What follows belongs to an exercise in optimizing a design on an open flow for small area, a short achievable clock period and few clock cycles per item; a production flow would make more cautious choices.
In this exercise RTL edits were held to simulation tests only and were not proved equivalent to the original.

### flow/run.sh
#!/bin/bash
# synth_recipe.tcl (not shown) runs the flow's synth.tcl, then flattens the netlist and writes it again
# the make line also repeats each setting of config.mk as NAME=value (left out here)
make -C /OpenROAD-flow-scripts/flow DESIGN_CONFIG=/design/flow/config.mk WORK_HOME=/design/flow/orfs CLKGATE_MAP_FILE= SYNTH_SCRIPT=/design/flow/synth_recipe.tcl finish
### flow/config.mk
export PLATFORM = sky130hd
export DESIGN_NAME = running_stats_reservoir
export DESIGN_NICKNAME = running_stats_reservoir
export VERILOG_FILES = /design/flow/design.v
export SDC_FILE = /design/flow/constraint.sdc
export NUM_CORES = 4
export LEC_CHECK = 0
export CAP_MARGIN = 20
export CORE_MARGIN = 2
export CORE_UTILIZATION = 40
export SLEW_MARGIN = 20
### flow/constraint.sdc
create_clock -name core_clock -period 8.0 [get_ports {clk}]
set_input_delay 1.6000 -clock core_clock [delete_from_list [all_inputs] [get_ports {clk}]]
set_output_delay 1.6000 -clock core_clock [all_outputs]
set_load 0.01 [all_outputs]
### flow/design.v
`default_nettype none
package rsr_pkg;
  localparam int RES_DEPTH = 128;
  localparam int SLOT_BITS = 7;
  localparam int COUNT_BITS = 24;
  localparam int SAMPLE_BITS = 16;
  localparam logic [7:0] DEFAULT_RES_SIZE = 8'd100;
  localparam logic [1:0] FUNC_ADD = 2'd0;
  localparam logic [1:0] FUNC_QUERY = 2'd1;
  localparam logic [1:0] FUNC_CLEAR = 2'd2;
  localparam logic [1:0] FUNC_SPARE = 2'd3;
  localparam int MDIV_BITS = 3;
  localparam int VDIV_BITS = 3;
endpackage
`default_nettype wire
`default_nettype none
module rsr_sdiv #(
  parameter int W = 32,
  parameter int NB = 3
) (
  input  wire logic [26:0]  s_i,
  input  wire logic [26:0]  c_i,
  input  wire logic [W-1:0] sh_i,
  input  wire logic [W-1:0] ng_i,
  input  wire logic [23:0]  den,
  output logic [26:0]       s_o,
  output logic [26:0]       c_o,
  output logic [W-1:0]      sh_o,
  output logic [W-1:0]      ng_o
);
  logic [26:0] s2, c2, y;
  logic [3:0]  e;
  logic        qp, qn;
  always_comb begin
    s_o = s_i;
    c_o = c_i;
    sh_o = sh_i;
    ng_o = ng_i;
    for (int i = 0; i < NB; i++) begin
      s2 = {s_o[25:0], sh_o[W-1]};
      c2 = {c_o[25:0], 1'b0};
      e = s2[26:23] + c2[26:23];
      qp = !e[3];
      qn = e[3] && (e != 4'b1111);
      y = qp ? ~{3'b000, den} : qn ? {3'b000, den} : 27'd0;
      c2[0] = qp;
      s_o = s2 ^ c2 ^ y;
      c_o = {((s2[25:0] & c2[25:0]) | (s2[25:0] & y[25:0]) | (c2[25:0] & y[25:0])), 1'b0};
      sh_o = {sh_o[W-2:0], qp};
      ng_o = {ng_o[W-2:0], qn};
    end
  end
endmodule
`default_nettype wire
`default_nettype none
module rsr_smul #(
  parameter int WA = 32,
  parameter int WB = 32
) (
  input  wire logic [WA-1:0]      a,
  input  wire logic [WB-1:0]      b,
  output logic [WA+WB/2-1:0]      p_lo,
  output logic [WA+WB-WB/2-1:0]   p_hi
);
  assign p_lo = a * b[WB/2-1:0];
  assign p_hi = a * b[WB-1:WB/2];
endmodule
`default_nettype wire
`default_nettype none
module running_stats_reservoir (
  input  wire logic        clk,
  input  wire logic        rst_n,
  input  wire logic        in_valid,
  output logic             in_ready,
  input  wire logic [1:0]  in_func,
  input  wire logic [15:0] in_sample,
  input  wire logic [31:0] in_rand_fraction,
  input  wire logic [6:0]  in_read_slot,
  output logic             out_valid,
  input  wire logic        out_ready,
  output logic [23:0]      out_count,
  output logic [31:0]      out_mean,
  output logic [46:0]      out_variance,
  output logic [15:0]      out_min_value,
  output logic [15:0]      out_max_value,
  output logic             out_mean_valid,
  output logic             out_variance_valid,
  output logic             out_count_full,
  output logic [15:0]      out_slot_value,
  output logic             out_slot_valid,
  output logic             out_sample_kept,
  output logic [6:0]       out_kept_slot,
  input  wire logic        cfg_valid,
  output logic             cfg_ready,
  input  wire logic [7:0]  cfg_data
);
  localparam int MB = rsr_pkg::MDIV_BITS;
  localparam int VB = rsr_pkg::VDIV_BITS;
  localparam int NM = (32 + MB - 1) / MB;    
  localparam int NV = (47 + VB - 1) / VB;    
  localparam int SW = 26;
  logic adv;
  logic out_valid_r;
  assign adv = !out_valid_r || out_ready;
  assign in_ready = adv;
  assign cfg_ready = 1'b1;
  logic        i_v;
  logic [1:0]  i_func;
  logic [15:0] i_smp;
  logic [31:0] i_rand;
  logic [6:0]  i_rs;
  always_ff @(posedge clk) begin
    if (!rst_n) i_v <= 1'b0;
    else if (adv) i_v <= in_valid;
    if (adv) begin
      i_func <= in_func;
      i_smp <= in_sample;
      i_rand <= in_rand_fraction;
      i_rs <= in_read_slot;
    end
  end
  logic [23:0] n_r;
  logic [39:0] u_r;     
  logic e_add, e_clr, e_full;
  logic [23:0] e_n;
  logic [39:0] e_u;
  always_comb begin
    e_clr = (i_func == rsr_pkg::FUNC_CLEAR);
    e_full = (i_func == rsr_pkg::FUNC_ADD) && (n_r == 24'hffffff);
    e_add = (i_func == rsr_pkg::FUNC_ADD) && !e_full;
    e_n = n_r;
    e_u = u_r;
    if (e_clr) begin
      e_n = '0;
      e_u = '0;
    end else if (e_add) begin
      e_n = n_r + 24'd1;
      e_u = u_r + {24'd0, ~i_smp[15], i_smp[14:0]};
    end
  end
  logic          s1_v;
  logic [SW-1:0] s1_side;
  logic [23:0]   s1_k;
  logic [31:0]   s1_rand;
  logic [39:0]   s1_u;
  always_ff @(posedge clk) begin
    if (!rst_n) begin
      s1_v <= 1'b0;
      n_r <= '0;
      u_r <= '0;
    end else if (adv) begin
      s1_v <= i_v;
      if (i_v) begin
        n_r <= e_n;
        u_r <= e_u;
      end
    end
    if (adv) begin
      s1_side <= {e_add, e_clr, e_full, i_rs, i_smp};
      s1_k <= e_n;
      s1_rand <= i_rand;
      s1_u <= e_u;
    end
  end
  logic [4:0]  n_sh;
  logic [23:0] n_den;
  logic [39:0] n_us;
  always_comb begin
    n_sh = 5'd0;
    for (int b = 0; b < 24; b++) if (s1_k[b]) n_sh = 5'(23 - b);
    n_den = s1_k << n_sh;
    n_us = s1_u << n_sh;
  end
  logic [NM:0]   md_v;
  logic [NM:0][SW-1:0] md_side;
  logic [NM:0][23:0] md_den;
  logic [NM:0][4:0]  md_nsh;
  logic [NM:0][26:0] md_s;
  logic [NM:0][26:0] md_c;
  logic [NM:0][31:0] md_sh;
  logic [NM:0][31:0] md_ng;
  logic [NM:0][7:0] md_j;    
  always_ff @(posedge clk) begin
    if (!rst_n) md_v[0] <= 1'b0;
    else if (adv) md_v[0] <= s1_v;
    if (adv) begin
      md_side[0] <= s1_side;
      md_den[0] <= n_den;
      md_nsh[0] <= n_sh;
      md_s[0] <= {3'b000, n_us[39:16]};
      md_c[0] <= '0;
      md_sh[0] <= {n_us[15:0], 16'd0};
      md_ng[0] <= '0;
      md_j[0] <= '0;
    end
  end
  logic [43:0] jp_lo, jp_hi;
  logic [43:0] jq_lo, jq_hi;
  logic [55:0] jprod;
  rsr_smul #(.WA(32), .WB(24)) u_jmul (.a(s1_rand), .b(s1_k), .p_lo(jp_lo), .p_hi(jp_hi));
  always_ff @(posedge clk) begin
    if (adv) begin
      jq_lo <= jp_lo;
      jq_hi <= jp_hi;
    end
  end
  assign jprod = {12'd0, jq_lo} + {jq_hi, 12'd0};
  for (genvar s = 0; s < NM; s++) begin : g_md
    localparam int NB = ((s + 1) * MB > 32) ? (32 - s * MB) : MB;
    logic [26:0] s_n, c_n;
    logic [31:0] sh_n, ng_n;
    rsr_sdiv #(.W(32), .NB(NB)) u_div (.s_i(md_s[s]), .c_i(md_c[s]), .sh_i(md_sh[s]),
      .ng_i(md_ng[s]), .den(md_den[s]), .s_o(s_n), .c_o(c_n), .sh_o(sh_n), .ng_o(ng_n));
    always_ff @(posedge clk) begin
      if (!rst_n) md_v[s+1] <= 1'b0;
      else if (adv) md_v[s+1] <= md_v[s];
      if (adv) begin
        md_side[s+1] <= md_side[s];
        md_den[s+1] <= md_den[s];
        md_nsh[s+1] <= md_nsh[s];
        md_s[s+1] <= s_n;
        md_c[s+1] <= c_n;
        md_sh[s+1] <= sh_n;
        md_ng[s+1] <= ng_n;
        if (s == 0) md_j[s+1] <= {(jprod[55:39] == '0), jprod[38:32]};
        else md_j[s+1] <= md_j[s];
      end
    end
  end
  logic [26:0]   x_r, x_rd;
  logic          x_neg;
  logic          y_v;
  logic [SW-1:0] y_side;
  logic [7:0]    y_j;
  logic [23:0]   y_k, y_rc;
  logic [4:0]    y_nsh;
  logic [31:0]   y_q;
  assign x_r = md_s[NM] + md_c[NM];
  assign x_rd = md_s[NM] + md_c[NM] + {3'b000, md_den[NM]};
  assign x_neg = x_r[26];
  always_ff @(posedge clk) begin
    if (!rst_n) y_v <= 1'b0;
    else if (adv) y_v <= md_v[NM];
    if (adv) begin
      y_side <= md_side[NM];
      y_j <= md_j[NM];
      y_k <= md_den[NM] >> md_nsh[NM];
      y_nsh <= md_nsh[NM];
      y_rc <= x_neg ? x_rd[23:0] : x_r[23:0];
      y_q <= md_sh[NM] - md_ng[NM] - 32'(x_neg);
    end
  end
  function automatic logic lt28(input logic [27:0] a, input logic [27:0] b);
    logic [31:0] l, g;
    l = '0;
    g = '0;
    for (int i = 0; i < 28; i++) begin
      l[i] = (i == 27) ? (a[i] & ~b[i]) : (~a[i] & b[i]);
      g[i] = (i == 27) ? (~a[i] & b[i]) : (a[i] & ~b[i]);
    end
    for (int w = 1; w < 32; w = w * 2) begin
      for (int i = 0; i < 32; i = i + 2 * w) begin
        l[i] = l[i + w] | (~g[i + w] & l[i]);
        g[i] = g[i + w] | (~l[i + w] & g[i]);
      end
    end
    lt28 = l[0];
  endfunction
  function automatic logic lt32(input logic [31:0] a, input logic [31:0] b);
    logic [31:0] l, g;
    for (int i = 0; i < 32; i++) begin
      l[i] = (i == 31) ? (a[i] & ~b[i]) : (~a[i] & b[i]);
      g[i] = (i == 31) ? (~a[i] & b[i]) : (a[i] & ~b[i]);
    end
    for (int w = 1; w < 32; w = w * 2) begin
      for (int i = 0; i < 32; i = i + 2 * w) begin
        l[i] = l[i + w] | (~g[i + w] & l[i]);
        g[i] = g[i + w] | (~l[i + w] & g[i]);
      end
    end
    lt32 = l[0];
  endfunction
  logic          p_v;
  logic [SW-1:0] p_side;
  logic [7:0]    p_j;
  logic [23:0]   p_k;
  logic signed [27:0] p_rm1, p_r0, p_rp1, p_rp2, p_rk0, p_rkm1, p_rkm2, p_rpk1;
  logic signed [31:0] p_qs, p_qs1;   
  logic [23:0]   y_rho;
  assign y_rho = y_rc >> y_nsh;
  always_ff @(posedge clk) begin
    if (!rst_n) p_v <= 1'b0;
    else if (adv) p_v <= y_v;
    if (adv) begin
      p_side <= y_side;
      p_j <= y_j;
      p_k <= y_k;
      p_rm1 <= 28'(y_rho) - 28'd1;
      p_r0 <= 28'(y_rho);
      p_rp1 <= 28'(y_rho) + 28'd1;
      p_rp2 <= 28'(y_rho) + 28'd2;
      p_rk0 <= 28'(y_rho) - 28'(y_k);
      p_rkm1 <= 28'(y_rho) - 28'(y_k) - 28'd1;
      p_rkm2 <= 28'(y_rho) - 28'(y_k) - 28'd2;
      p_rpk1 <= 28'(y_rho) + 28'(y_k) + 28'd1;
      p_qs <= {~y_q[31], y_q[30:0]};
      p_qs1 <= {~y_q[31], y_q[30:0]} + 32'd1;
    end
  end
  logic signed [27:0] a_r, z_r;
  logic [1:0]  e_r;           
  logic signed [31:0] mp_r;   
  logic c_add, c_clr;
  logic [15:0] c_smp;
  logic signed [31:0] c_xq;
  logic c1, c2, c_eq, c_ep, c_em;
  logic c1_m, c1_0, c1_p, eq_m, eq_0, eq_p;
  logic lt_p, lt_0, lt_m, ge_p, ge_0, ge_m, c_lt, c_ge;
  logic signed [27:0] c_y0, c_zp, c_zm, c_zn, c_an;
  logic signed [27:0] c_am2, c_am1, c_ap1, c_ap2;
  logic signed [31:0] c_mm1, c_m0, c_mp1, c_mk;
  logic [31:0] c_a32, c_na;
  assign c_add = p_side[25];
  assign c_clr = p_side[24];
  assign c_smp = p_side[15:0];
  assign c_xq = {c_smp, 16'd0};
  assign c_a32 = 32'(a_r);
  assign c_na = ~c_a32;
  always_comb begin
    c1_m = lt28(p_rm1, z_r);
    c1_0 = lt28(p_r0, z_r);
    c1_p = lt28(p_rp1, z_r);
    eq_m = (p_rm1 == z_r);
    eq_0 = (p_r0 == z_r);
    eq_p = (p_rp1 == z_r);
    c1 = e_r[0] ? c1_p : e_r[1] ? c1_m : c1_0;
    c_eq = e_r[0] ? eq_p : e_r[1] ? eq_m : eq_0;
    c2 = lt32(c_xq, mp_r) && !c_eq;
    c_ep = c1 && !c2;
    c_em = !c1 && c2;
    lt_p = !lt28(a_r, p_r0);
    lt_0 = !lt28(a_r, p_rp1);
    lt_m = !lt28(a_r, p_rp2);
    ge_p = !lt28(p_rkm2, a_r);
    ge_0 = !lt28(p_rkm1, a_r);
    ge_m = !lt28(p_rk0, a_r);
    c_lt = c_ep ? lt_p : c_em ? lt_m : lt_0;
    c_ge = c_ep ? ge_p : c_em ? ge_m : ge_0;
    c_y0 = p_r0 - a_r;
    c_zp = p_rpk1 - a_r;
    c_zm = p_rkm1 - a_r;
    c_zn = c_lt ? c_zp : c_ge ? c_zm : c_y0;
    c_am2 = a_r - 28'sd2;
    c_am1 = a_r - 28'sd1;
    c_ap1 = a_r + 28'sd1;
    c_ap2 = a_r + 28'sd2;
    if (c_ep) c_an = c_lt ? a_r : c_ge ? c_ap2 : c_ap1;
    else if (c_em) c_an = c_lt ? c_am2 : c_ge ? a_r : c_am1;
    else c_an = c_lt ? c_am1 : c_ge ? c_ap1 : a_r;
    c_mm1 = p_qs + signed'(c_na);
    c_m0 = p_qs + signed'(c_na) + 32'sd1;
    c_mp1 = p_qs1 + signed'(c_na) + 32'sd1;
    c_mk = c_ep ? c_mm1 : c_em ? c_mp1 : c_m0;
  end
  logic          h_v;
  logic [SW-1:0] h_side;
  logic [7:0]    h_j;
  logic [23:0]   h_k;
  logic signed [31:0] h_mprev, h_mk;
  always_ff @(posedge clk) begin
    if (!rst_n) begin
      h_v <= 1'b0;
      a_r <= '0;
      z_r <= '0;
      e_r <= '0;
      mp_r <= '0;
    end else if (adv) begin
      h_v <= p_v;
      if (p_v) begin
        if (c_clr) begin
          a_r <= '0;
          z_r <= '0;
          e_r <= '0;
          mp_r <= '0;
        end else if (c_add) begin
          a_r <= c_an;
          z_r <= c_zn;
          e_r <= {c_em, c_ep};
          mp_r <= c_mk;
        end
      end
    end
    if (adv) begin
      h_side <= p_side;
      h_j <= p_j;
      h_k <= p_k;
      h_mprev <= mp_r;
      h_mk <= c_clr ? 32'sd0 : c_add ? c_mk : mp_r;
    end
  end
  logic          d_v;
  logic [SW-1:0] d_side;
  logic [7:0]    d_j;
  logic [23:0]   d_k;
  logic signed [31:0] d_mean;
  logic [31:0]   d_a, d_b;
  logic signed [32:0] h_d1, h_d2;
  assign h_d1 = 33'(signed'({h_side[15:0], 16'd0})) - 33'(h_mprev);
  assign h_d2 = 33'(signed'({h_side[15:0], 16'd0})) - 33'(h_mk);
  always_ff @(posedge clk) begin
    if (!rst_n) d_v <= 1'b0;
    else if (adv) d_v <= h_v;
    if (adv) begin
      d_side <= h_side;
      d_j <= h_j;
      d_k <= h_k;
      d_mean <= h_mk;
      d_a <= h_d1[32] ? 32'(-h_d1) : h_d1[31:0];
      d_b <= h_d2[32] ? 32'(-h_d2) : h_d2[31:0];
    end
  end
  logic [47:0]   mp_lo, mp_hi;
  logic          u_v;
  logic [SW-1:0] u_side;
  logic [7:0]    u_j;
  logic [23:0]   u_k;
  logic signed [31:0] u_mean;
  logic [47:0]   u_lo, u_hi;
  rsr_smul #(.WA(32), .WB(32)) u_pmul (.a(d_a), .b(d_b), .p_lo(mp_lo), .p_hi(mp_hi));
  always_ff @(posedge clk) begin
    if (!rst_n) u_v <= 1'b0;
    else if (adv) u_v <= d_v;
    if (adv) begin
      u_side <= d_side;
      u_j <= d_j;
      u_k <= d_k;
      u_mean <= d_mean;
      u_lo <= mp_lo;
      u_hi <= mp_hi;
    end
  end
  logic [63:0]   w_full;
  logic          w_v;
  logic [SW-1:0] w_side;
  logic [7:0]    w_j;
  logic [23:0]   w_m;       
  logic [4:0]    w_vsh;
  logic [23:0]   w_vden;
  logic signed [31:0] w_mean;
  logic [39:0]   w_p;
  logic [23:0]   u_m;
  logic [4:0]    u_vsh;
  assign w_full = {16'd0, u_lo} + {u_hi, 16'd0};
  always_comb begin
    u_m = u_k - 24'd1;
    u_vsh = 5'd0;
    for (int b = 0; b < 24; b++) if (u_m[b]) u_vsh = 5'(23 - b);
  end
  always_ff @(posedge clk) begin
    if (!rst_n) w_v <= 1'b0;
    else if (adv) w_v <= u_v;
    if (adv) begin
      w_side <= u_side;
      w_j <= u_j;
      w_m <= u_m;
      w_vsh <= u_vsh;
      w_vden <= u_m << u_vsh;
      w_mean <= u_mean;
      w_p <= w_full[63:24];
    end
  end
  logic [63:0] q_r;
  logic [64:0] q_sum;
  logic [63:0] q_new;
  assign q_sum = {1'b0, q_r} + {25'd0, w_p};
  always_comb begin
    q_new = q_r;
    if (w_side[24]) q_new = '0;
    else if (w_side[25]) q_new = q_sum[64] ? '1 : q_sum[63:0];
  end
  logic          g_v;
  logic [SW-1:0] g_side;
  logic [7:0]    g_j;
  logic [23:0]   g_m;
  logic [4:0]    g_vsh;
  logic [23:0]   g_vden;
  logic signed [31:0] g_mean;
  logic [63:0]   g_q;
  always_ff @(posedge clk) begin
    if (!rst_n) begin
      g_v <= 1'b0;
      q_r <= '0;
    end else if (adv) begin
      g_v <= w_v;
      if (w_v) q_r <= q_new;
    end
    if (adv) begin
      g_side <= w_side;
      g_j <= w_j;
      g_m <= w_m;
      g_vsh <= w_vsh;
      g_vden <= w_vden;
      g_mean <= w_mean;
      g_q <= q_new;
    end
  end
  logic [63:0]   g_qs;
  assign g_qs = g_q << g_vsh;
  logic [NV:0]   vd_v;
  logic [NV:0][SW-1:0] vd_side;
  logic [NV:0][7:0] vd_j;
  logic [NV:0][23:0] vd_den;
  logic [NV:0][4:0]  vd_nsh;
  logic [NV:0][31:0] vd_mean;
  logic [NV:0][26:0] vd_s;
  logic [NV:0][26:0] vd_c;
  logic [NV:0][46:0] vd_sh;
  logic [NV:0][46:0] vd_ng;
  logic [NV:0]   vd_sat;
  always_ff @(posedge clk) begin
    if (!rst_n) vd_v[0] <= 1'b0;
    else if (adv) vd_v[0] <= g_v;
    if (adv) begin
      vd_side[0] <= g_side;
      vd_j[0] <= g_j;
      vd_den[0] <= g_vden;
      vd_nsh[0] <= g_vsh;
      vd_mean[0] <= g_mean;
      vd_s[0] <= {3'b000, g_qs[62:39]};
      vd_c[0] <= '0;
      vd_sh[0] <= {g_qs[38:0], 8'd0};
      vd_ng[0] <= '0;
      vd_sat[0] <= (g_q[63:39] >= {1'b0, g_m});
    end
  end
  for (genvar s = 0; s < NV; s++) begin : g_vd
    localparam int NB = ((s + 1) * VB > 47) ? (47 - s * VB) : VB;
    logic [26:0] s_n, c_n;
    logic [46:0] sh_n, ng_n;
    rsr_sdiv #(.W(47), .NB(NB)) u_div (.s_i(vd_s[s]), .c_i(vd_c[s]), .sh_i(vd_sh[s]),
      .ng_i(vd_ng[s]), .den(vd_den[s]), .s_o(s_n), .c_o(c_n), .sh_o(sh_n), .ng_o(ng_n));
    always_ff @(posedge clk) begin
      if (!rst_n) vd_v[s+1] <= 1'b0;
      else if (adv) vd_v[s+1] <= vd_v[s];
      if (adv) begin
        vd_side[s+1] <= vd_side[s];
        vd_j[s+1] <= vd_j[s];
        vd_den[s+1] <= vd_den[s];
        vd_nsh[s+1] <= vd_nsh[s];
        vd_mean[s+1] <= vd_mean[s];
        vd_s[s+1] <= s_n;
        vd_c[s+1] <= c_n;
        vd_sh[s+1] <= sh_n;
        vd_ng[s+1] <= ng_n;
        vd_sat[s+1] <= vd_sat[s];
      end
    end
  end
  logic [26:0] f_r;
  logic [46:0] f_var;
  assign f_r = vd_s[NV] + vd_c[NV];
  assign f_var = vd_sh[NV] - vd_ng[NV] - 47'(f_r[26]);
  logic [7:0]  size_r;
  logic [7:0]  fill_r;
  logic signed [15:0] min_r, max_r;
  logic signed [15:0] mem [rsr_pkg::RES_DEPTH];
  logic f_v, f_add, f_clr, f_full;
  logic [6:0] f_rs;
  logic signed [15:0] f_smp;
  logic [7:0] f_eff, f_fill;
  logic f_kept;
  logic [6:0] f_slot;
  logic signed [15:0] f_min, f_max, f_rd;
  logic [23:0] f_cnt;
  logic f_jok;
  assign f_v = vd_v[NV];
  assign f_add = vd_side[NV][25];
  assign f_clr = vd_side[NV][24];
  assign f_full = vd_side[NV][23];
  assign f_rs = vd_side[NV][22:16];
  assign f_smp = vd_side[NV][15:0];
  assign f_cnt = (vd_den[NV] >> vd_nsh[NV]) + 24'd1;
  always_comb begin
    f_eff = (size_r > 8'(rsr_pkg::RES_DEPTH)) ? 8'(rsr_pkg::RES_DEPTH) : size_r;
    f_jok = vd_j[NV][7] && (f_eff[7] || (vd_j[NV][6:0] < f_eff[6:0]));
    f_kept = 1'b0;
    f_slot = '0;
    f_fill = fill_r;
    f_min = min_r;
    f_max = max_r;
    if (f_clr) begin
      f_fill = '0;
      f_min = 16'sh7fff;
      f_max = 16'sh8000;
    end else if (f_add) begin
      if (f_smp < min_r) f_min = f_smp;
      if (f_smp > max_r) f_max = f_smp;
      if (fill_r < f_eff) begin
        f_kept = 1'b1;
        f_slot = fill_r[6:0];
        f_fill = fill_r + 8'd1;
      end else if (f_jok) begin
        f_kept = 1'b1;
        f_slot = vd_j[NV][6:0];
      end
    end
    f_rd = (f_kept && f_slot == f_rs) ? f_smp : mem[f_rs];
  end
  logic [23:0] res_count;
  logic [31:0] res_mean;
  logic [46:0] res_var;
  logic [15:0] res_min, res_max, res_slot_value;
  logic res_mean_valid, res_var_valid, res_full, res_slot_valid, res_kept;
  logic [6:0] res_kslot;
  always_ff @(posedge clk) begin
    if (!rst_n) begin
      out_valid_r <= 1'b0;
      size_r <= rsr_pkg::DEFAULT_RES_SIZE;
      fill_r <= '0;
      min_r <= 16'sh7fff;
      max_r <= 16'sh8000;
    end else begin
      if (cfg_valid) size_r <= cfg_data;
      if (adv) begin
        out_valid_r <= f_v;
        if (f_v) begin
          fill_r <= f_fill;
          min_r <= f_min;
          max_r <= f_max;
        end
      end
    end
    if (adv && f_v && f_kept) mem[f_slot] <= f_smp;
    if (adv) begin
      res_count <= f_cnt;
      res_mean <= vd_mean[NV];
      res_var <= (f_cnt < 24'd2) ? '0 : vd_sat[NV] ? '1 : f_var;
      res_min <= f_min;
      res_max <= f_max;
      res_mean_valid <= (f_cnt != '0);
      res_var_valid <= (f_cnt >= 24'd2);
      res_full <= f_full;
      res_slot_valid <= ({1'b0, f_rs} < f_fill);
      res_slot_value <= ({1'b0, f_rs} < f_fill) ? f_rd : 16'sd0;
      res_kept <= f_kept;
      res_kslot <= f_slot;
    end
  end
  assign out_valid = out_valid_r;
  assign out_count = res_count;
  assign out_mean = res_mean;
  assign out_variance = res_var;
  assign out_min_value = res_min;
  assign out_max_value = res_max;
  assign out_mean_valid = res_mean_valid;
  assign out_variance_valid = res_var_valid;
  assign out_count_full = res_full;
  assign out_slot_value = res_slot_value;
  assign out_slot_valid = res_slot_valid;
  assign out_sample_kept = res_kept;
  assign out_kept_slot = res_kslot;
endmodule
`default_nettype wire
==> flow_metrics.py, run 1 <==
metrics = {
    "place": {
        "portBuffers": 234,
        "gp_congestion": 0.906,
        "dp_hpwl_mm": 795,
    },
    "clock_tree": {
        "cts_tree": "built",
        "cts_buffers": 1107,
        "insertion_delay_ns": 1.27,
        "htreeDepth": 7,
        "clkTransAtPathRegs_ns": 0.06,
        "clockBufferDepth": 6,
        "cts_sinks": 9292,
        "cts.hold.buffers_added": 0,
        "root_buffer": "clkbuf_16",
    },
    "timing": {
        "finalSetupTns_ns": 0,
        "holdWs_ns": 0.306,
        "rsz0062_at_grt": "true",
        "fin_crit_sh_pct": 95.9,
        "finalHoldViolCount": 0,
        "skew_ns": 0.136,
        "maxSlewViolCount": 0,
        "worst_slew_pin_slew_ns": 1.21,
        "setup_viol": 0,
        "fin_crit_ns": 7.67,
        "relSlewSlack_pct": 19.3,
        "fmax_mhz": 130,
    },
    "final_layout": {
        "drive_above_1_share_pct": 10.2,
        "finalNetCount": 40544,
        "multi_input_area_um2": 182000,
        "regArea_um2": 276000,
        "n_fill_cell": 105188,
        "syn2layout_area_growth_pct": 12.9,
    },
    "drt": {
        "viasPerCell": 5.16,
        "wirelength_mm": 1110,
        "avgRoutedWirePerCell_um": 21.1,
        "final_antenna_net_count": 0,
        "vias": 270669,
        "drc": 0,
        "drtPass1Iterations": 8,
        "drtIter0Drc": 22771,
    },
    "die": {
        "die_h_mm": 1.10,
        "io_pins": 236,
        "die_x_mm": 1.10,
        "rows": 401,
        "fp.dieArea_um2": 1200000,
        "core_area_um2": 1190000,
        "initial_core_util_pct": 40.1,
    },
    "yosys": {
        "syn_inst": 34676,
        "synth_compound_area_share_pct": 6.16,
        "synth.avg_cell_area_um2": 13.8,
        "synth_top_family_by_area": "adder cells",
        "synth_flop_cell": "edfxtp_1",
        "synth_xor_area_share_pct": 2.22,
        "ys_async_sr_fraction_pct": 0,
        "ys_ff_latch": 9292,
        "synth_edf_count": 8980,
        "ys_warn_count": 5,
        "yosys.area_share.simple_pct": 6.91,
        "ys_seq_area_share_pct": 57.7,
        "synthMuxAreaShare_pct": 4.71,
        "yosys.cell_types.count": 121,
        "synth_fp_nets": 39458,
        "synth_area_um2": 478000,
        "synth_fa_ha_area_share_pct": 17.8,
    },
    "setup_path": {
        "r2r-end": "z_r[26]",
        "timing.rr.start": "z_r[16]",
        "rrSetupSlack_ns": 0.33,
        "start_kind": "flip-flop",
        "path_class": "reg2reg",
        "worstPathMaxFanout": 12,
        "worstPathRequired_ns": 9.04,
        "cp_top_family": "compound AO/OA/AOI/OAI gates",
        "cp-end-kind": "flip-flop",
        "slowest_delay_ns": 0.65,
        "crit_buf_inv": 2,
        "reg2regPathDepth": 29,
        "cp_slowest_cell": "nand4_1",
        "crit_arrival_ns": 8.71,
    },
    "status": {
        "status": "finished clean",
    },
    "grt": {
        "gr-usage-all-layers_pct": 18.2,
        "grt_busiest_layer": "met2",
        "grt_pass1_wl_mm": 1710,
        "use_met1_pct": 24.5,
        "grt_pass1_vias": 282088,
        "grt_max_degree": 190,
        "met2_usage_pct": 30.3,
        "overflow": 0,
        "met3_usage_pct": 2.78,
        "antenna_found_initial": 76,
    },
    "min_path": {
        "hold_path_class": "reg2reg",
        "hold_end": "vd_side[13]",
        "hp-start": "g_side[13]",
        "whs_path_depth": 0,
    },
    "run": {
        "drv_cap": 0,
    },
}
-- routing by layer --
metal  wire length, um  up-vias
met5                74        -
met4             40900       10
met3             66300     1885
met2            529000     7432
met1            469000   137952
li1                  -   123390
-- cells by family (layout without fill, tap and decap cells) --
family | Yosys count | in the layout
AND/OR/NAND/NOR | 7426 | 7426
other | 1 | 39
flip-flops | 9292 | 9292
XOR/XNOR | 1207 | 1207
multiplexers | 1276 | 1276
adder cells (fa/ha/maj) | 4851 | 4851
AO/OA/AOI/OAI | 4904 | 4904
buffers and inverters | 5719 | 7568
-- worst max path at each step --
| stage | start | slack (ns) | end | cells after the start |
|---|---|---|---|---|
| after global routing | d_b[2] | -0.001 | u_lo[46] | 32 |
| after global placement | d_a[7] | -0.42 | u_hi[46] | 30 |
| after CTS | vd_s[434] | 0.003 | res_var[45] | 37 |
| after detailed placement | vd_s[434] | -0.21 | res_var[46] | 37 |
| final | z_r[16] | 0.33 | z_r[26] | 29 |
| after floorplan | out_ready | -11.41 | in_ready | 4 |
-- final cells by class --
class                           instances  share of cell area [%]
Clock inverter                        538                   0.985
Inverter                             4402                    3.06
Timing Repair Buffer                 1294                    2.11
Tap cell                            15918                    3.69
Clock buffer                         1334                    5.39
Sequential cell                      9292                    51.1
Antenna cell                           38                  0.0176
Multi-Input combinational cell      19665                    33.6
-- cell usage in the layout, fill, tap and decap left out, drive strengths merged, types with 435 or more instances in the layout --
cell type / count
ha: 1415
inv: 4432
nand2: 3012
xor2: 435
nor2: 2275
xnor2: 771
clkbuf: 1334
a21oi: 2029
mux4: 770
buf: 1061
and2: 598
o21ai: 1202
edfxtp: 8980
fa: 3297
-- metrics by stage --
stage	util (%)	area (um2)	instances	setup WS (ns)
floorplan	-	478000	34676	-11.41
global placement	42.4	505000	50543	-0.424
detailed placement	42.4	505000	50544	-0.210
CTS	45.2	539000	52416	0.00260
global route	45.3	540000	52469	-0.00121
finish	45.3	540000	52481	0.331
-- flip-flops by register name, indices dropped and copies added, names as in the netlist, 48 cells and up, named ones only --
name,cells
g_md.ng_n,155
g_md.sh_n,190
g_q,64
g_vd.ng_n,345
g_vd.sh_n,579
md_c,276
md_den,288
md_j,88
md_nsh,60
md_s,311
md_side,312
mem,2048
q_r,64
u_hi,48
vd_c,401
vd_den,408
vd_j,136
vd_mean,544
vd_nsh,85
vd_s,440
vd_side,442
-- synthesized netlist by cell type (96+ instances only) --
| master | instances | share of area (%) |
|---|---|---|
| buf_1 | 131 | 0.10 |
| mux4_2 | 770 | 3.6 |
| a211oi_1 | 130 | 0.20 |
| inv_1 | 4376 | 3.4 |
| maj3_1 | 133 | 0.28 |
| nor3_1 | 248 | 0.26 |
| fa_1 | 3297 | 14 |
| ha_1 | 1415 | 3.7 |
| or3_1 | 120 | 0.16 |
| a21oi_1 | 2026 | 2.1 |
| nand3_1 | 275 | 0.29 |
| o21ai_0 | 1181 | 1.2 |
| xnor2_1 | 769 | 1.4 |
| edfxtp_1 | 8980 | 56 |
| xor2_1 | 435 | 0.80 |
| a21o_1 | 299 | 0.47 |
| dfxtp_1 | 312 | 1.3 |
| nand4_1 | 96 | 0.13 |
| a31oi_1 | 155 | 0.20 |
| mux2i_1 | 419 | 0.88 |
| nor2_1 | 2271 | 1.8 |
| nor2b_1 | 175 | 0.23 |
| and3_1 | 137 | 0.18 |
| nand2b_1 | 196 | 0.26 |
| o21a_1 | 131 | 0.21 |
| and2_1 | 588 | 0.77 |
| clkbuf_1 | 1128 | 0.89 |
| nand2_1 | 3008 | 2.4 |
-- what timing repair did --
action	4_1_cts	5_1_grt
pin swaps	1	15
setup endpoints to repair	6	74
setup buffers	0	21
resized for setup	6	57
-- worst register-to-register path: cells and delay by family, from the launching register on --
kind,cells,cell delay [ns]
muxes,1,0.13
AOI/OAI and AO/OA,13,2.96
adders and majority gates,4,1.47
DFF,1,0.47
buffers and inverters,2,0.31
xor gates and xnor gates,1,0.29
and+or+nand+nor,8,1.90
Testbench counts, summed over its fixed seeds: cycles 2,712, items 2,400.
==> inputs of run 2 (changes only) <==
--- a/flow/design.v
+++ b/flow/design.v
@@ -29,7 +29,44 @@
   output logic [W-1:0]      ng_o
 );
+  function automatic logic [1:0] qds(input logic [3:0] s, input logic [3:0] c);
+    logic [3:0] e;
+    e = s + c;
+    qds = {e[3] && (e != 4'b1111), !e[3]};
+  endfunction
+  function automatic logic [17:0] sstep(input logic [8:0] s, input logic [8:0] c,
+                                        input logic [5:0] d, input logic [1:0] q);
+    logic [8:0] s2, c2, y, so, co;
+    s2 = {s[7:0], 1'b0};
+    c2 = {c[7:0], 1'b0};
+    y = q[0] ? ~{3'b000, d} : q[1] ? {3'b000, d} : 9'd0;
+    so = s2 ^ c2 ^ y;
+    co = {((s2[7:0] & c2[7:0]) | (s2[7:0] & y[7:0]) | (c2[7:0] & y[7:0])), 1'b0};
+    sstep = {so, co};
+  endfunction
+  function automatic logic [1:0] dcode(input int a);
+    dcode = (a == 1) ? 2'b01 : (a == 2) ? 2'b10 : 2'b00;
+  endfunction
+  logic [1:0] q [3];
+  logic [17:0] l1 [3];
+  logic [1:0]  q1c [3];
+  logic [17:0] l2 [3][3];
+  logic [1:0]  q2c [3][3];
+  logic [1:0]  q2a [3];
+  always_comb begin
+    q[0] = qds(s_i[25:22], c_i[25:22]);
+    for (int a = 0; a < 3; a++) begin
+      l1[a] = sstep(s_i[26:18], c_i[26:18], den[23:18], dcode(a));
+      q1c[a] = qds(l1[a][16:13], l1[a][7:4]);
+      for (int b = 0; b < 3; b++) begin
+        l2[a][b] = sstep(l1[a][17:9], l1[a][8:0], den[23:18], dcode(b));
+        q2c[a][b] = qds(l2[a][b][16:13], l2[a][b][7:4]);
+      end
+    end
+    q[1] = q[0][0] ? q1c[1] : q[0][1] ? q1c[2] : q1c[0];
+    for (int a = 0; a < 3; a++)
+      q2a[a] = q[1][0] ? q2c[a][1] : q[1][1] ? q2c[a][2] : q2c[a][0];
+    q[2] = q[0][0] ? q2a[1] : q[0][1] ? q2a[2] : q2a[0];
+  end
   logic [26:0] s2, c2, y;
-  logic [3:0]  e;
-  logic        qp, qn;
   always_comb begin
     s_o = s_i;
@@ -39,14 +76,10 @@
     for (int i = 0; i < NB; i++) begin
       s2 = {s_o[25:0], sh_o[W-1]};
-      c2 = {c_o[25:0], 1'b0};
-      e = s2[26:23] + c2[26:23];
-      qp = !e[3];
-      qn = e[3] && (e != 4'b1111);
-      y = qp ? ~{3'b000, den} : qn ? {3'b000, den} : 27'd0;
-      c2[0] = qp;
+      c2 = {c_o[25:0], q[i][0]};
+      y = q[i][0] ? ~{3'b000, den} : q[i][1] ? {3'b000, den} : 27'd0;
       s_o = s2 ^ c2 ^ y;
       c_o = {((s2[25:0] & c2[25:0]) | (s2[25:0] & y[25:0]) | (c2[25:0] & y[25:0])), 1'b0};
-      sh_o = {sh_o[W-2:0], qp};
-      ng_o = {ng_o[W-2:0], qn};
+      sh_o = {sh_o[W-2:0], q[i][0]};
+      ng_o = {ng_o[W-2:0], q[i][1]};
     end
   end
@@ -58,11 +91,11 @@
   parameter int WB = 32
 ) (
-  input  wire logic [WA-1:0]      a,
-  input  wire logic [WB-1:0]      b,
-  output logic [WA+WB/2-1:0]      p_lo,
-  output logic [WA+WB-WB/2-1:0]   p_hi
+  input  wire logic [WA-1:0]              a,
+  input  wire logic [WB-1:0]              b,
+  output logic [WB/8-1:0][WA+7:0]         pp
 );
-  assign p_lo = a * b[WB/2-1:0];
-  assign p_hi = a * b[WB-1:WB/2];
+  for (genvar i = 0; i < WB / 8; i++) begin : g_pp
+    assign pp[i] = a * b[8*i +: 8];
+  end
 endmodule
 `default_nettype wire
@@ -195,15 +228,11 @@
     end
   end
-  logic [43:0] jp_lo, jp_hi;
-  logic [43:0] jq_lo, jq_hi;
+  logic [2:0][39:0] jp, jq;
   logic [55:0] jprod;
-  rsr_smul #(.WA(32), .WB(24)) u_jmul (.a(s1_rand), .b(s1_k), .p_lo(jp_lo), .p_hi(jp_hi));
+  rsr_smul #(.WA(32), .WB(24)) u_jmul (.a(s1_rand), .b(s1_k), .pp(jp));
   always_ff @(posedge clk) begin
-    if (adv) begin
-      jq_lo <= jp_lo;
-      jq_hi <= jp_hi;
-    end
+    if (adv) jq <= jp;
   end
-  assign jprod = {12'd0, jq_lo} + {jq_hi, 12'd0};
+  assign jprod = {16'd0, jq[0]} + {8'd0, jq[1], 8'd0} + {jq[2], 16'd0};
   for (genvar s = 0; s < NM; s++) begin : g_md
     localparam int NB = ((s + 1) * MB > 32) ? (32 - s * MB) : MB;
@@ -228,15 +257,11 @@
     end
   end
-  logic [26:0]   x_r, x_rd;
-  logic          x_neg;
   logic          y_v;
   logic [SW-1:0] y_side;
   logic [7:0]    y_j;
-  logic [23:0]   y_k, y_rc;
+  logic [23:0]   y_k, y_xrd;
+  logic [26:0]   y_xr;
   logic [4:0]    y_nsh;
-  logic [31:0]   y_q;
-  assign x_r = md_s[NM] + md_c[NM];
-  assign x_rd = md_s[NM] + md_c[NM] + {3'b000, md_den[NM]};
-  assign x_neg = x_r[26];
+  logic [31:0]   y_q0;
   always_ff @(posedge clk) begin
     if (!rst_n) y_v <= 1'b0;
@@ -247,6 +272,25 @@
       y_k <= md_den[NM] >> md_nsh[NM];
       y_nsh <= md_nsh[NM];
-      y_rc <= x_neg ? x_rd[23:0] : x_r[23:0];
-      y_q <= md_sh[NM] - md_ng[NM] - 32'(x_neg);
+      y_xr <= md_s[NM] + md_c[NM];
+      y_xrd <= 24'(md_s[NM] + md_c[NM] + {3'b000, md_den[NM]});
+      y_q0 <= md_sh[NM] - md_ng[NM];
+    end
+  end
+  logic          t_v;
+  logic [SW-1:0] t_side;
+  logic [7:0]    t_j;
+  logic [23:0]   t_k, t_rho;
+  logic [31:0]   t_q;
+  logic [23:0]   y_rc;
+  assign y_rc = y_xr[26] ? y_xrd : y_xr[23:0];
+  always_ff @(posedge clk) begin
+    if (!rst_n) t_v <= 1'b0;
+    else if (adv) t_v <= y_v;
+    if (adv) begin
+      t_side <= y_side;
+      t_j <= y_j;
+      t_k <= y_k;
+      t_rho <= y_rc >> y_nsh;
+      t_q <= y_q0 - 32'(y_xr[26]);
     end
   end
@@ -287,23 +331,21 @@
   logic signed [27:0] p_rm1, p_r0, p_rp1, p_rp2, p_rk0, p_rkm1, p_rkm2, p_rpk1;
   logic signed [31:0] p_qs, p_qs1;   
-  logic [23:0]   y_rho;
-  assign y_rho = y_rc >> y_nsh;
   always_ff @(posedge clk) begin
     if (!rst_n) p_v <= 1'b0;
-    else if (adv) p_v <= y_v;
+    else if (adv) p_v <= t_v;
     if (adv) begin
-      p_side <= y_side;
-      p_j <= y_j;
-      p_k <= y_k;
-      p_rm1 <= 28'(y_rho) - 28'd1;
-      p_r0 <= 28'(y_rho);
-      p_rp1 <= 28'(y_rho) + 28'd1;
-      p_rp2 <= 28'(y_rho) + 28'd2;
-      p_rk0 <= 28'(y_rho) - 28'(y_k);
-      p_rkm1 <= 28'(y_rho) - 28'(y_k) - 28'd1;
-      p_rkm2 <= 28'(y_rho) - 28'(y_k) - 28'd2;
-      p_rpk1 <= 28'(y_rho) + 28'(y_k) + 28'd1;
-      p_qs <= {~y_q[31], y_q[30:0]};
-      p_qs1 <= {~y_q[31], y_q[30:0]} + 32'd1;
+      p_side <= t_side;
+      p_j <= t_j;
+      p_k <= t_k;
+      p_rm1 <= 28'(t_rho) - 28'd1;
+      p_r0 <= 28'(t_rho);
+      p_rp1 <= 28'(t_rho) + 28'd1;
+      p_rp2 <= 28'(t_rho) + 28'd2;
+      p_rk0 <= 28'(t_rho) - 28'(t_k);
+      p_rkm1 <= 28'(t_rho) - 28'(t_k) - 28'd1;
+      p_rkm2 <= 28'(t_rho) - 28'(t_k) - 28'd2;
+      p_rpk1 <= 28'(t_rho) + 28'(t_k) + 28'd1;
+      p_qs <= {~t_q[31], t_q[30:0]};
+      p_qs1 <= {~t_q[31], t_q[30:0]} + 32'd1;
     end
   end
@@ -350,5 +392,5 @@
     c_zp = p_rpk1 - a_r;
     c_zm = p_rkm1 - a_r;
-    c_zn = c_lt ? c_zp : c_ge ? c_zm : c_y0;
+    c_zn = ({28{c_lt}} & c_zp) | ({28{!c_lt && c_ge}} & c_zm) | ({28{!c_lt && !c_ge}} & c_y0);
     c_am2 = a_r - 28'sd2;
     c_am1 = a_r - 28'sd1;
@@ -361,5 +403,5 @@
     c_m0 = p_qs + signed'(c_na) + 32'sd1;
     c_mp1 = p_qs1 + signed'(c_na) + 32'sd1;
-    c_mk = c_ep ? c_mm1 : c_em ? c_mp1 : c_m0;
+    c_mk = ({32{c_ep}} & c_mm1) | ({32{c_em}} & c_mp1) | ({32{!c_ep && !c_em}} & c_m0);
   end
   logic          h_v;
@@ -420,5 +462,5 @@
     end
   end
-  logic [47:0]   mp_lo, mp_hi;
+  logic [3:0][39:0] mpp;
   logic          u_v;
   logic [SW-1:0] u_side;
@@ -426,6 +468,6 @@
   logic [23:0]   u_k;
   logic signed [31:0] u_mean;
-  logic [47:0]   u_lo, u_hi;
-  rsr_smul #(.WA(32), .WB(32)) u_pmul (.a(d_a), .b(d_b), .p_lo(mp_lo), .p_hi(mp_hi));
+  logic [3:0][39:0] u_pp;
+  rsr_smul #(.WA(32), .WB(32)) u_pmul (.a(d_a), .b(d_b), .pp(mpp));
   always_ff @(posedge clk) begin
     if (!rst_n) u_v <= 1'b0;
@@ -436,6 +478,5 @@
       u_k <= d_k;
       u_mean <= d_mean;
-      u_lo <= mp_lo;
-      u_hi <= mp_hi;
+      u_pp <= mpp;
     end
   end
@@ -451,5 +492,6 @@
   logic [23:0]   u_m;
   logic [4:0]    u_vsh;
-  assign w_full = {16'd0, u_lo} + {u_hi, 16'd0};
+  assign w_full = {24'd0, u_pp[0]} + {16'd0, u_pp[1], 8'd0} + {8'd0, u_pp[2], 16'd0} +
+                  {u_pp[3], 24'd0};
   always_comb begin
     u_m = u_k - 24'd1;
@@ -557,8 +599,29 @@
     end
   end
-  logic [26:0] f_r;
+  logic          vx_v, vx_sat, vx_neg;
+  logic [SW-1:0] vx_side;
+  logic [7:0]    vx_j;
+  logic [23:0]   vx_den;
+  logic [4:0]    vx_nsh;
+  logic [31:0]   vx_mean;
+  logic [46:0]   vx_q0;
+  logic [26:0]   vx_r;
+  assign vx_r = vd_s[NV] + vd_c[NV];
+  always_ff @(posedge clk) begin
+    if (!rst_n) vx_v <= 1'b0;
+    else if (adv) vx_v <= vd_v[NV];
+    if (adv) begin
+      vx_side <= vd_side[NV];
+      vx_j <= vd_j[NV];
+      vx_den <= vd_den[NV];
+      vx_nsh <= vd_nsh[NV];
+      vx_mean <= vd_mean[NV];
+      vx_sat <= vd_sat[NV];
+      vx_neg <= vx_r[26];
+      vx_q0 <= vd_sh[NV] - vd_ng[NV];
+    end
+  end
   logic [46:0] f_var;
-  assign f_r = vd_s[NV] + vd_c[NV];
-  assign f_var = vd_sh[NV] - vd_ng[NV] - 47'(f_r[26]);
+  assign f_var = vx_q0 - 47'(vx_neg);
   logic [7:0]  size_r;
   logic [7:0]  fill_r;
@@ -574,14 +637,14 @@
   logic [23:0] f_cnt;
   logic f_jok;
-  assign f_v = vd_v[NV];
-  assign f_add = vd_side[NV][25];
-  assign f_clr = vd_side[NV][24];
-  assign f_full = vd_side[NV][23];
-  assign f_rs = vd_side[NV][22:16];
-  assign f_smp = vd_side[NV][15:0];
-  assign f_cnt = (vd_den[NV] >> vd_nsh[NV]) + 24'd1;
+  assign f_v = vx_v;
+  assign f_add = vx_side[25];
+  assign f_clr = vx_side[24];
+  assign f_full = vx_side[23];
+  assign f_rs = vx_side[22:16];
+  assign f_smp = vx_side[15:0];
+  assign f_cnt = (vx_den >> vx_nsh) + 24'd1;
   always_comb begin
     f_eff = (size_r > 8'(rsr_pkg::RES_DEPTH)) ? 8'(rsr_pkg::RES_DEPTH) : size_r;
-    f_jok = vd_j[NV][7] && (f_eff[7] || (vd_j[NV][6:0] < f_eff[6:0]));
+    f_jok = vx_j[7] && (f_eff[7] || (vx_j[6:0] < f_eff[6:0]));
     f_kept = 1'b0;
     f_slot = '0;
@@ -602,5 +665,5 @@
       end else if (f_jok) begin
         f_kept = 1'b1;
-        f_slot = vd_j[NV][6:0];
+        f_slot = vx_j[6:0];
       end
     end
@@ -634,6 +697,6 @@
     if (adv) begin
       res_count <= f_cnt;
-      res_mean <= vd_mean[NV];
-      res_var <= (f_cnt < 24'd2) ? '0 : vd_sat[NV] ? '1 : f_var;
+      res_mean <= vx_mean;
+      res_var <= (f_cnt < 24'd2) ? '0 : vx_sat ? '1 : f_var;
       res_min <= f_min;
       res_max <= f_max;
--- a/flow/config.mk
+++ b/flow/config.mk
@@ -6,6 +6,7 @@
 export NUM_CORES = 4
 export LEC_CHECK = 0
-export CAP_MARGIN = 20
+export CAP_MARGIN = 40
 export CORE_MARGIN = 2
 export CORE_UTILIZATION = 40
+export SETUP_SLACK_MARGIN = 1.5
 export SLEW_MARGIN = 20
==> run 2 against run 1 <==
  * Critical path depth fell by 6
  * Hold slack improved by 0.040 ns
  * Largest cell class unchanged
  * Critical endpoint is now jq[35]
  * Clock-buffer cell count rose by 40
  * Utilization fell by 0.27 points
  * First-iteration DRC count rose by 6.1%
==> flow_metrics.py, run 2 <==
metrics = {
    "grt": {
        "grt_pass1_wl_mm": 2030,
        "antenna_found_initial": 73,
        "overflow": 0,
        "grt_pass1_vias": 329526,
        "grt_max_degree": 219,
        "gr-usage-all-layers_pct": 19.1,
    },
    "drt": {
        "drtPass1Iterations": 6,
        "drtIter0Drc": 24155,
        "vias": 316122,
        "viasPerCell": 5.21,
        "drc": 0,
        "wirelength_mm": 1320,
        "avgRoutedWirePerCell_um": 21.8,
        "final_antenna_net_count": 0,
    },
    "setup_path": {
        "worstPathRequired_ns": 8.96,
        "crit_arrival_ns": 7.34,
        "worstPathMaxFanout": 5,
        "cp-end-kind": "flip-flop",
        "rrSetupSlack_ns": 1.62,
        "path_class": "reg2reg",
        "start_kind": "flip-flop",
        "reg2regPathDepth": 23,
        "r2r-end": "jq[35]",
        "timing.rr.start": "s1_rand[2]",
    },
    "place": {
        "gp_congestion": 0.919,
        "portBuffers": 234,
        "dp_hpwl_mm": 961,
        "place_ws_ns": 0.497,
    },
    "final_layout": {
        "layout_common_cells": "edfxtp_1 (9370), inv_1 (5315), fa_1 (3950)",
        "largest-register": "mem",
        "syn2layout_area_growth_pct": 12.4,
        "drive_above_1_share_pct": 9.32,
        "final_common_cell": "edfxtp_1",
        "n_fill_cell": 120282,
        "finalNetCount": 48295,
        "largest_reg_flops": 2048,
    },
    "timing": {
        "fmax_mhz": 157,
        "setup_viol": 0,
        "fin_crit_ns": 6.38,
        "worst_slew_pin_slew_ns": 1.16,
        "relSlewSlack_pct": 22.7,
        "rsz0062_at_grt": "true",
        "worst_slack_ns": 1.62,
        "maxSlewViolCount": 0,
        "finalHoldViolCount": 0,
        "finalSetupTns_ns": 0,
        "fin_crit_sh_pct": 79.7,
        "skew_ns": 0.0944,
    },
    "yosys": {
        "synth_edf_count": 9370,
        "synth_flop_cell": "edfxtp_1",
        "synth_fp_nets": 47279,
        "synth_area_leaders": "edfxtp_1 (52%), fa_1 (15%), ha_1 (5.7%)",
        "synth_area_um2": 543000,
        "yosys.cell_types.count": 107,
        "yosys.area.top_type_share_pct": 51.8,
        "ys_ff_latch": 9684,
        "ys_async_sr_fraction_pct": 0,
        "syn_inst": 40760,
        "synth_common_cells": "edfxtp_1 (9370), inv_1 (5321), fa_1 (3954), nand2_1 (3174), ha_1 (2495)",
        "ys_warn_count": 29,
        "yosysTopAreaCell": "edfxtp_1",
        "ys_seq_area_share_pct": 52.9,
        "synthMostInstantiatedCell": "edfxtp_1",
        "synth.avg_cell_area_um2": 13.3,
    },
    "min_path": {
        "hold_path_class": "reg2reg",
        "whs_path_depth": 0,
        "hp-start": "vd_side[55]",
        "hold_end": "vd_side[81]",
    },
    "clock_tree": {
        "cts_sinks": 9684,
        "htreeDepth": 7,
        "clockBufferDepth": 6,
        "clkTransAtPathRegs_ns": 0.06,
        "cts_buffers": 1150,
        "insertion_delay_ns": 1.27,
        "cts.hold.buffers_added": 0,
        "cts_tree": "built",
        "root_buffer": "clkbuf_16",
    },
    "die": {
        "core_area_um2": 1360000,
        "die_h_mm": 1.17,
        "rows": 428,
        "fp.dieArea_um2": 1370000,
        "io_pins": 236,
        "initial_core_util_pct": 40.1,
        "die_x_mm": 1.17,
    },
    "status": {
        "status": "finished clean",
    },
    "run": {
        "drv_cap": 0,
    },
}
==> run 2: cell count changes after synthesis, sizes merged, moves of 162 or more <==
cell / previous run / this run
a21oi: 2029 / 1864
a31oi: 155 / 329
and2: 598 / 912
clkbuf: 1131 / 1295
edfxtp: 8980 / 9370
fa: 3297 / 3954
ha: 1415 / 2495
inv: 4383 / 5333
mux2i: 420 / 936
nand2: 3012 / 3174
nor2: 2275 / 1976
o21ai: 1202 / 1555
xnor2: 771 / 1222
xor2: 435 / 670
==> run 2: worst max-delay path: stages (launching register included) <==
cell,delay [ns]
edfxtp_1,0.47
buf_4,0.18
nand2_1,0.07
fa_1,0.45
fa_1,0.55
inv_1,0.05
fa_1,0.46
fa_1,0.49
ha_2,0.21
a2111oi_4,0.32
o21ai_2,0.11
a41oi_2,0.22
buf_4,0.15
o21a_4,0.14
nor3_4,0.05
or3b_4,0.40
a31o_4,0.27
a31o_4,0.25
a311oi_4,0.35
buf_6,0.17
o21bai_4,0.07
a311o_1,0.40
a21oi_2,0.16
xnor2_1,0.10
==> run 2: final cells by class <==
| cell class | count | area [um2] | area share (%) |
|---|---|---|---|
| Sequential cell | 9684 | 288000 | 47.1 |
| Multi-Input combinational cell | 24235 | 232000 | 37.9 |
| Clock buffer | 1374 | 30200 | 4.95 |
| Tap cell | 18060 | 22600 | 3.70 |
| Inverter | 5353 | 20100 | 3.29 |
| Timing Repair Buffer | 1352 | 13100 | 2.14 |
| Clock inverter | 581 | 5430 | 0.889 |
| Antenna cell | 37 | 92.6 | 0.0152 |
==> run 2: how the worst max path moves through the flow <==
stage                    start        end  slack [ns]  cells after the start
CTS                     z_r[0]    a_r[26]        1.41                     25
global route            d_a[3]  u_pp[159]        1.26                     21
finish              s1_rand[2]     jq[35]        1.62                     23
global placement       p_r0[1]     a_r[5]        0.47                     24
floorplan            out_ready   in_ready      -12.47                      4
detailed placement     p_r0[1]     a_r[5]        0.50                     24
==> run 2: what timing repair did <==
action,in CTS,in global routing
setup endpoints to repair,67,380
gates resized for setup,82,132
setup buffers,65,128
pin swaps,17,59
gates cloned,4,2
==> run 2: cells by family after synthesis <==
kind of cell	after synthesis	share of synthesized area, %
flip-flops	9684	52.9
AND/OR/NAND/NOR	8090	6.86
buffers and inverters	6841	4.75
adder cells (fa/ha/maj)	6612	20.6
AO/OA/AOI/OAI	5829	6.62
XOR/XNOR	1892	3.05
multiplexers	1811	5.18
other	1	0.000690
==> run 2: metal layers <==
metal | wire, um | global-route usage [%] | vias up
li1 | - | - | 144180
met1 | 560000 | 25.4 | 161077
met2 | 637000 | 32.1 | 8576
met3 | 69900 | 2.58 | 2279
met4 | 52900 | 6.75 | 10
met5 | 61 | 0 | -
==> run 2: metrics by stage <==
stage | hold slack [ns] | utilization (%) | area (um2) | std cells
floorplan | 0.400 | - | 543000 | 40760
global placement | 0.400 | 42.0 | 570000 | 58348
detailed placement | 0.405 | 42.2 | 572000 | 58456
CTS | 0.340 | 44.9 | 609000 | 60480
global route | 0.358 | 45.0 | 611000 | 60667
finish | 0.346 | 45.0 | 611000 | 60676
Testbench counts of run 2, summed over its fixed seeds: cycles 2,728, items 2,400.
==> inputs of run 3 (changes only) <==
--- a/flow/config.mk
+++ b/flow/config.mk
@@ -9,4 +9,4 @@
 export CORE_MARGIN = 2
 export CORE_UTILIZATION = 40
-export SETUP_SLACK_MARGIN = 1.5
+export SETUP_SLACK_MARGIN = 2.2
 export SLEW_MARGIN = 20
==> run 3 against run 2 <==
  * Register-to-register slack improved by 0.098 ns
  * Sequential share of layout area fell by 0.46 points
  * Via count rose by 0.74%
  * Largest cell class unchanged
  * Still clean
  * Global-route usage rose by 0.23 points
  * Hold slack improved by 0.0032 ns
  * Critical endpoint unchanged
  * Critical path depth fell by 1
==> flow_metrics.py, run 3 <==
metrics = {
    "yosys": {
        "synth_common_cells": "edfxtp_1 (9370), inv_1 (5321), fa_1 (3954), nand2_1 (3174), ha_1 (2495)",
        "synth_flop_cell": "edfxtp_1",
        "ys_async_sr_fraction_pct": 0,
        "ys_warn_count": 29,
        "ys_ff_latch": 9684,
        "syn_inst": 40760,
        "synth_fp_nets": 47279,
        "synthMostInstantiatedCell": "edfxtp_1",
        "yosys.area.top_type_share_pct": 51.8,
        "synth_edf_count": 9370,
        "ys_seq_area_share_pct": 52.9,
        "yosysTopAreaCell": "edfxtp_1",
        "synth_area_um2": 543000,
        "synth_area_leaders": "edfxtp_1 (52%), fa_1 (15%), ha_1 (5.7%)",
        "synth.avg_cell_area_um2": 13.3,
        "yosys.cell_types.count": 107,
    },
    "clock_tree": {
        "root_buffer": "clkbuf_16",
        "cts_buffers": 1150,
        "cts.hold.buffers_added": 0,
        "htreeDepth": 7,
        "insertion_delay_ns": 1.27,
        "clkTransAtPathRegs_ns": 0.06,
        "cts_sinks": 9684,
        "clockBufferDepth": 6,
        "cts_tree": "built",
    },
    "timing": {
        "finalSetupTns_ns": 0,
        "finalHoldViolCount": 0,
        "worst_slack_ns": 1.72,
        "maxSlewViolCount": 0,
        "fin_crit_ns": 6.28,
        "worst_slew_pin_slew_ns": 1.13,
        "fin_crit_sh_pct": 78.5,
        "skew_ns": 0.0971,
        "fmax_mhz": 159,
        "relSlewSlack_pct": 24.6,
        "rsz0062_at_grt": "true",
        "setup_viol": 0,
    },
    "status": {
        "status": "finished clean",
    },
    "drt": {
        "viasPerCell": 5.22,
        "drc": 0,
        "wirelength_mm": 1340,
        "drtIter0Drc": 24389,
        "final_antenna_net_count": 0,
        "avgRoutedWirePerCell_um": 22.0,
        "drtPass1Iterations": 8,
        "vias": 318466,
    },
    "die": {
        "rows": 428,
        "die_x_mm": 1.17,
        "fp.dieArea_um2": 1370000,
        "io_pins": 236,
        "die_h_mm": 1.17,
        "core_area_um2": 1360000,
        "initial_core_util_pct": 40.1,
    },
    "setup_path": {
        "reg2regPathDepth": 22,
        "worstPathMaxFanout": 8,
        "r2r-end": "jq[35]",
        "timing.rr.start": "s1_k[2]",
        "rrSetupSlack_ns": 1.72,
        "crit_arrival_ns": 7.25,
        "start_kind": "flip-flop",
        "cp-end-kind": "flip-flop",
        "worstPathRequired_ns": 8.97,
        "path_class": "reg2reg",
    },
    "grt": {
        "overflow": 0,
        "grt_pass1_wl_mm": 2050,
        "grt_max_degree": 219,
        "antenna_found_initial": 75,
        "gr-usage-all-layers_pct": 19.3,
        "grt_pass1_vias": 331374,
    },
    "final_layout": {
        "final_common_cell": "edfxtp_1",
        "drive_above_1_share_pct": 11.0,
        "final_util_pct": 45.5,
        "regArea_um2": 288000,
        "final_cell_area_um2": 617000,
        "syn2layout_area_growth_pct": 13.5,
        "n_fill_cell": 119825,
        "multi_input_area_um2": 234000,
        "largest-register": "mem",
        "largest_reg_flops": 2048,
        "layout_common_cells": "edfxtp_1 (9370), inv_1 (5253), fa_1 (3916)",
        "finalNetCount": 48651,
    },
    "place": {
        "gp_congestion": 0.919,
        "portBuffers": 234,
        "place_ws_ns": 0.497,
        "place_area_um2": 572000,
        "dp_hpwl_mm": 961,
    },
    "run": {
        "drv_cap": 0,
    },
    "min_path": {
        "whs_path_depth": 0,
        "hold_end": "vd_side[81]",
        "hp-start": "vd_side[55]",
        "hold_path_class": "reg2reg",
    },
}
## run 3: cell counts after synthesis
Identical to the previous run, type by type.
## run 3: worst max path at each step
stage / startpoint / to / slack (ns) / depth (start not counted)
after floorplan: out_ready / in_ready / -12.47 / 4
after global placement: p_r0[1] / a_r[5] / 0.47 / 24
after detailed placement: p_r0[1] / a_r[5] / 0.50 / 24
after CTS: s1_rand[3] / jq[35] / 1.82 / 25
after global routing: s1_k[19] / jq[116] / 1.58 / 21
final: s1_k[2] / jq[35] / 1.72 / 22
## run 3: worst max-delay path, stage by stage, from the launching register on
cell and delay (ns):
edfxtp_1 0.45, buf_6 0.16, buf_12 0.12, buf_12 0.12, buf_4 0.16, and2_1 0.17
fa_1 0.55, inv_1 0.07, fa_1 0.45, fa_1 0.49, fa_1 0.49, inv_1 0.05
ha_1 0.19, nor4_2 0.32, or3b_4 0.42, a31o_4 0.25, a31o_4 0.24, a311oi_4 0.35
buf_6 0.17, o21bai_4 0.06, a311o_1 0.40, a21oi_2 0.18, xnor2_1 0.09
## run 3: layout make-up
class,count,share of cell area (%)
sequential,9684,46.6
antenna,32,0.0130
inverter,5353,3.28
multi-input combinational,24245,37.9
clock buffer,1374,4.90
timing repair buffer,1698,2.73
clock inverter,581,0.880
tap,18060,3.66
## run 3: kinds of logic after synthesis
family,share of synthesized area (%)
buffers and inverters,4.75
AO/OA/AOI/OAI,6.62
XOR/XNOR,3.05
flip-flops,52.9
AND/OR/NAND/NOR,6.86
other,0.000690
adder cells (fa/ha/maj),20.6
multiplexers,5.18
## run 3: routing by layer
metal  up-vias  wire, um  global-route usage (%)
li1     144937         -                       -
met1    162215    563000                    25.7
met2      8913    646000                    32.5
met3      2391     73400                    2.59
met4        10     57100                    6.98
met5         -        60                       0
## run 3: through the flow
step	instances	hold WS, ns
after global routing	61017	0.358
after detailed placement	58456	0.405
final	61027	0.349
after floorplan	40760	0.400
after global placement	58348	0.400
after CTS	60753	0.340
## run 3: repair_timing
| item | in CTS | in global routing |
|---|---|---|
| gates resized for setup | 493 | 454 |
| setup buffers | 321 | 210 |
| setup endpoints to repair | 1286 | 1179 |
| pin swaps | 224 | 330 |
| cloned | 21 | 9 |

==> separate check: timing with driven ports <==
Ports are ideal in the flow. The routed layouts listed here were re-timed in OpenROAD. Step 1 (the two cells are an assumption about what drives the block):
set clk [get_ports {clk}]
set_driving_cell -lib_cell sky130_fd_sc_hd__clkbuf_16 $clk
set_driving_cell -lib_cell sky130_fd_sc_hd__buf_2 [delete_from_list [all_inputs] $clk]
Step 2 adds t to the input delays and takes it off the output delays; t is the mean of the earliest and latest rising clock arrival at the registers after step 1. Input paths then give back, and output paths get back, about the clock's delay inside the block. a / b / c = ideal ports / drivers / drivers and shift; a / b = the first two.
run | t (ns) | slack for setup (ns) | worst setup path at the end | clock arrival spread, ns | worst data-port slew with drivers (ns)
run 1 | 1.353 | 0.331 / 0.331 / 0.331 | register to register | 0.172 / 0.173 | 0.19
run 2 | 1.426 | 1.621 / 1.621 / 1.621 | register to register | 0.170 / 0.170 | 0.11
run 3 | 1.427 | 1.719 / 1.719 / 1.719 | register to register | 0.165 / 0.164 | 0.11
After both steps every run listed still meets setup and hold.
